Context: an optimization exercise on an open-source flow, tuned for small area. The choices shown serve that exercise and are no tape-out recipe.
Function was checked by simulation only, so behaviour that the tests miss may differ from the original.
Power figures rest on the tool's default switching activity, not on a simulated workload.

Setup of job 101:
==> flow/design.v <==
module exec_mem_wbit (
    input  logic q,
    input  logic dd,
    input  logic we,
    input  logic we_n,
    output logic nq
);
    assign nq = ~((q | we) & (dd | we_n));
endmodule
module exec_mem_rd3 (
    input  logic [2:0] q,
    input  logic [2:0] s,
    output logic       y_n
);
    assign y_n = ~((q[0] & s[0]) | (q[1] & s[1]) | (q[2] & s[2]));
endmodule
module exec_mem_rd1 (
    input  logic q,
    input  logic s,
    output logic y_n
);
    assign y_n = ~(q & s);
endmodule
module exec_mem_wdec (
    input  logic lo,
    input  logic hi,
    output logic we,
    output logic we_n
);
    exec_mem_nand2 u_n (.a(lo), .b(hi), .y(we_n));
    exec_mem_inv   u_i (.a(we_n), .y(we));
endmodule
module exec_mem_nand2 (input logic a, input logic b, output logic y);
    assign y = ~(a & b);
endmodule
module exec_mem_inv (input logic a, output logic y);
    assign y = ~a;
endmodule
module exec_mem_rdec (
    input  logic lo,
    input  logic hi,
    input  logic v,
    output logic rs
);
    assign rs = lo & hi & v;
endmodule
module exec_alu_pg (input logic a, input logic b, output logic p, output logic g);
    assign p = a ^ b;
    assign g = a & b;
endmodule
module exec_alu_xor (input logic a, input logic b, output logic y);
    assign y = a ^ b;
endmodule
module exec_alu_xnor (input logic a, input logic b, output logic y);
    assign y = ~(a ^ b);
endmodule
module exec_alu_nand (input logic a, input logic b, output logic y);
    assign y = ~(a & b);
endmodule
module exec_alu_cy_tn (input logic p, input logic g, input logic c, output logic co_n);
    assign co_n = ~(g | (p & c));
endmodule
module exec_alu_cy_nt (input logic p_n, input logic g_n, input logic c_n, output logic co);
    assign co = ~(g_n & (p_n | c_n));
endmodule
module exec_alu (
    input  logic [31:0] rd1,
    input  logic [31:0] rd2,
    input  logic [31:0] imm,
    input  logic [2:0]  op,
    input  logic        ALUSrc,
    output logic [31:0] z,
    output logic        zero,
    output logic        in_range
);
    logic [31:0] alu_b, bx, s;
    logic [32:0] c;
    logic [31:0] p;                      
    logic [31:0] g;                      
    logic [31:0] orab;                   
    logic        inv, lt;
    logic        is_and, is_or, is_sum, is_slt;
    logic [31:0] zl;                     
    assign alu_b = ALUSrc ? imm : rd2;
    assign inv   = op[2];
    assign bx    = alu_b ^ {32{inv}};
    assign c[0]  = inv;
    for (genvar i = 0; i < 32; i = i + 2) begin : g_add
        logic p0, g0, p1n, g1n, c1n;
        exec_alu_pg    u_pg0 (.a(rd1[i]), .b(bx[i]), .p(p0), .g(g0));
        exec_alu_cy_tn u_c0 (.p(p0), .g(g0), .c(c[i]), .co_n(c1n));
        exec_alu_xor   u_s0 (.a(p0), .b(c[i]), .y(s[i]));
        exec_alu_xnor  u_p1 (.a(rd1[i+1]), .b(bx[i+1]), .y(p1n));
        exec_alu_nand  u_g1 (.a(rd1[i+1]), .b(bx[i+1]), .y(g1n));
        exec_alu_cy_nt u_c1 (.p_n(p1n), .g_n(g1n), .c_n(c1n), .co(c[i+2]));
        exec_alu_xor   u_s1 (.a(p1n), .b(c1n), .y(s[i+1]));
        assign p[i]   = p0;
        assign p[i+1] = ~p1n;
        assign g[i]   = g0;
        assign g[i+1] = ~g1n;
        assign c[i+1] = ~c1n;
    end
    assign orab = rd1 | bx;
    assign lt = (rd1[31] & ~alu_b[31]) | (~(rd1[31] ^ alu_b[31]) & s[31]);
    assign is_and = (op == 3'b000);
    assign is_or  = (op == 3'b001);
    assign is_sum = (op == 3'b010) || (op == 3'b110);
    assign is_slt = (op == 3'b111);
    assign zl = ({32{is_and}} & g) | ({32{is_or}} & orab);
    assign z  = zl | ({32{is_sum}} & s) | {31'h0, is_slt & lt};
    assign zero = ~|z;
    logic sum_hi_zero, logic_hi_zero;
    logic [31:8] hz;
    assign hz[8] = ~(p[8] ^ c[8]);
    for (genvar i = 9; i < 32; i++) begin : g_hz
        assign hz[i] = ~(p[i] ^ orab[i-1]);
    end
    assign sum_hi_zero   = &hz;
    assign logic_hi_zero = ~|zl[31:8];
    assign in_range      = is_sum ? sum_hi_zero : logic_hi_zero;
endmodule
module exec_mem_ctrl #(
    parameter int DM_WORDS = 64
) (
    input  logic        clk,
    input  logic        rst_n,
    input  logic [6:0]  opCode,
    input  logic [31:0] rd1,
    input  logic [31:0] rd2,
    input  logic [31:0] imm,
    input  logic [2:0]  op,
    input  logic        ALUSrc,
    input  logic        MemRead,
    input  logic        MemWrite,
    output logic [31:0] z,
    output logic        zero,
    output logic [31:0] memOut,
    output logic        isRtype,
    output logic        isItype,
    output logic        isLw,
    output logic        isStype,
    output logic        isbranch,
    output logic        isjump
);
    localparam int AW  = 6;
    localparam int NW  = 64;
    localparam int NG3 = 21;               
    localparam int NG  = NG3 + 1;          
    logic [31:0] mem_q [NW];
    logic [31:0] mem_d [NW];
    logic [NW-1:0] valid_q;
    logic [NW-1:0] wsel   [2];
    logic [NW-1:0] wsel_n [2];
    logic [NW-1:0] rsel   [2];
    logic [NG-1:0] part_n [32];
    always_comb begin
        isRtype  = (opCode == 7'h33);
        isLw     = (opCode == 7'h03);
        isItype  = (opCode == 7'h13) || (opCode == 7'h03);
        isStype  = (opCode == 7'h23);
        isbranch = (opCode == 7'h63);
        isjump   = (opCode == 7'h6F);
    end
    logic in_range;
    exec_alu u_alu (
        .rd1(rd1), .rd2(rd2), .imm(imm), .op(op), .ALUSrc(ALUSrc),
        .z(z), .zero(zero), .in_range(in_range)
    );
    logic [AW-1:0] word_idx;
    assign word_idx = z[AW+1:2];         
    logic wr_en, rd_en;
    assign wr_en = MemWrite && in_range;
    assign rd_en = MemRead && rst_n && in_range;
    logic [7:0] wlo, rlo, hi;
    always_comb begin
        for (int k = 0; k < 8; k++) begin
            wlo[k] = wr_en && (word_idx[2:0] == 3'(k));
            rlo[k] = rd_en && (word_idx[2:0] == 3'(k));
            hi[k]  = (word_idx[5:3] == 3'(k));
        end
    end
    for (genvar i = 0; i < NW; i++) begin : g_dec
        for (genvar h = 0; h < 2; h++) begin : g_half
            exec_mem_wdec u_wd (
                .lo(wlo[i % 8]), .hi(hi[i / 8]), .we(wsel[h][i]), .we_n(wsel_n[h][i])
            );
            exec_mem_rdec u_rd (
                .lo(rlo[i % 8]), .hi(hi[i / 8]), .v(valid_q[i]), .rs(rsel[h][i])
            );
        end
    end
    always_ff @(posedge clk or negedge rst_n) begin
        if (!rst_n) valid_q <= '0;
        else        valid_q <= valid_q | wsel[0];
    end
    logic        phase_q;
    logic [31:0] wdata_xn;
    logic [31:0] wdata_x [4];            
    always_ff @(posedge clk or negedge rst_n) begin
        if (!rst_n) phase_q <= 1'b0;
        else        phase_q <= ~phase_q;
    end
    assign wdata_xn = ~(rd2 ^ {32{phase_q}});
    for (genvar c = 0; c < 4; c++) begin : g_wdx
        for (genvar b = 0; b < 32; b++) begin : g_bit
            exec_mem_inv u_i (.a(wdata_xn[b]), .y(wdata_x[c][b]));
        end
    end
    for (genvar i = 0; i < NW; i++) begin : g_word
        for (genvar b = 0; b < 32; b++) begin : g_bit
            exec_mem_wbit u_w (
                .q(mem_q[i][b]), .dd(wdata_x[i/16][b]), .we(wsel[b/16][i]), .we_n(wsel_n[b/16][i]),
                .nq(mem_d[i][b])
            );
        end
        always_ff @(posedge clk) mem_q[i] <= mem_d[i];
    end
    logic hit;
    logic [31:0] raw;
    assign hit = |rsel[0];
    for (genvar b = 0; b < 32; b++) begin : g_rd
        for (genvar g = 0; g < NG3; g++) begin : g_r3
            exec_mem_rd3 u_r (
                .q({mem_q[3*g+2][b], mem_q[3*g+1][b], mem_q[3*g][b]}),
                .s(rsel[b/16][3*g+2:3*g]),
                .y_n(part_n[b][g])
            );
        end
        exec_mem_rd1 u_r1 (
            .q(mem_q[NW-1][b]), .s(rsel[b/16][NW-1]), .y_n(part_n[b][NG3])
        );
        assign raw[b]    = ~&part_n[b];
        assign memOut[b] = raw[b] ^ (phase_q & hit);
    end
endmodule
Settings: LEC_CHECK=0, CAP_MARGIN=30, CORE_MARGIN=2, CORE_UTILIZATION=66, PLACE_DENSITY=0.76, SLEW_MARGIN=30, SYNTH_HIERARCHICAL=1; clock period 16.0 ns.
standard.sh (not shown) runs the stock make flow with config.mk's settings and CLKGATE_MAP_FILE= SYNTH_SCRIPT=/design/flow/synth_recipe.tcl, a recipe that flattens the netlist after the stock synthesis.
==> flow/flow/run.sh <==
#!/bin/bash
# Layout flow: the standard ORFS flow (standard.sh, unchanged synthesis),
# with two changes passed to ORFS through its environment variables:
#  - clock tree: clkbuf_8 leaf buffers in larger clusters, and no dummy loads;
#  - port buffers: the smallest buffer (sky130_fd_sc_hd__buf_1); repair_design
#    still resizes them where a port's load needs it.
# ORFS writes each step's full log under orfs/logs/; the make output goes to
# standard.log in the work folder.
set -euo pipefail
cd "$(dirname "$0")/.."
CTS_OPTS=$(cat flow/cts_args.txt)
export CTS_ARGS="-sink_clustering_enable -repair_clock_nets -dont_use_dummy_load ${CTS_OPTS}"
export BUFFER_PORTS_ARGS="-buffer_cell sky130_fd_sc_hd__buf_1"
bash standard.sh > standard.log 2>&1
==> flow/flow/cts_args.txt <==
-buf_list sky130_fd_sc_hd__clkbuf_8 -sink_clustering_size 18 -sink_clustering_max_diameter 55
Job 101 has completed all stages; timing, DRC and antenna checks passed.
For job 102, these inputs were changed with respect to job 101:
# job 101
export LEC_CHECK = 0
export CAP_MARGIN = 30
export CORE_MARGIN = 2
export CORE_UTILIZATION = 66
export PLACE_DENSITY = 0.76
export SLEW_MARGIN = 30
export SYNTH_HIERARCHICAL = 1
create_clock -name core_clock -period 16.0 [get_ports {clk}]
# job 102
export LEC_CHECK = 0
export CAP_MARGIN = 30
export CORE_MARGIN = 2
export CORE_UTILIZATION = 70
export PLACE_DENSITY = 0.8
export SLEW_MARGIN = 30
export SYNTH_HIERARCHICAL = 1
create_clock -name core_clock -period 16.0 [get_ports {clk}]
Findings:
Die area is lower on job 102. As far as number of flops mapped to enable cells by yosys goes, job 101 and job 102 are indistinguishable; the numbers are identical. [job 102] site row count fell about 2.5% relative to job 101. Looking at clock network power share, job 102 sits 0.2 points lower than job 101 does. Number of nets in the layout: job 102 vs job 101, no meaningful difference. In the reports for job 102 and job 101, the larger wire length reported by the detailed router belongs to job 101. Job 102: worst setup slack is 120 ps higher than what job 101 reported. Compared to job 101, job 102 has count of inserted tapcells 93 lower.

[afterwards: timing with drivers on the ports]
The flow's constraints put no driver on any port. The routed layouts listed below were extracted and timed again, unchanged, in two steps. Step 1, drivers: a clkbuf_16 drives clk and a buf_2 each remaining input, both assumed. Step 2 moves the port delays by t, midway between the first and last clock arrival at a register: inputs arrive t later, outputs are due t later. That takes back most of the time a late clock gives input paths. Slacks: ideal ports / drivers / drivers and shift; pairs: ideal ports / drivers.
run | t, ns | setup WS [ns] | hold WS [ns] | worst setup path after step 2
job 101 | 0.938 | 1.512 / 1.489 / 1.489 | 0.448 / 0.448 / 0.448 | input to output
job 102 | 0.939 | 1.629 / 1.595 / 1.595 | 0.445 / 0.445 / 0.445 | input to output
After both steps setup and hold are still met in every run listed. The setup slack of job 102, which loses most, moves by -0.034 ns with the drivers and by -0.034 ns with both steps.
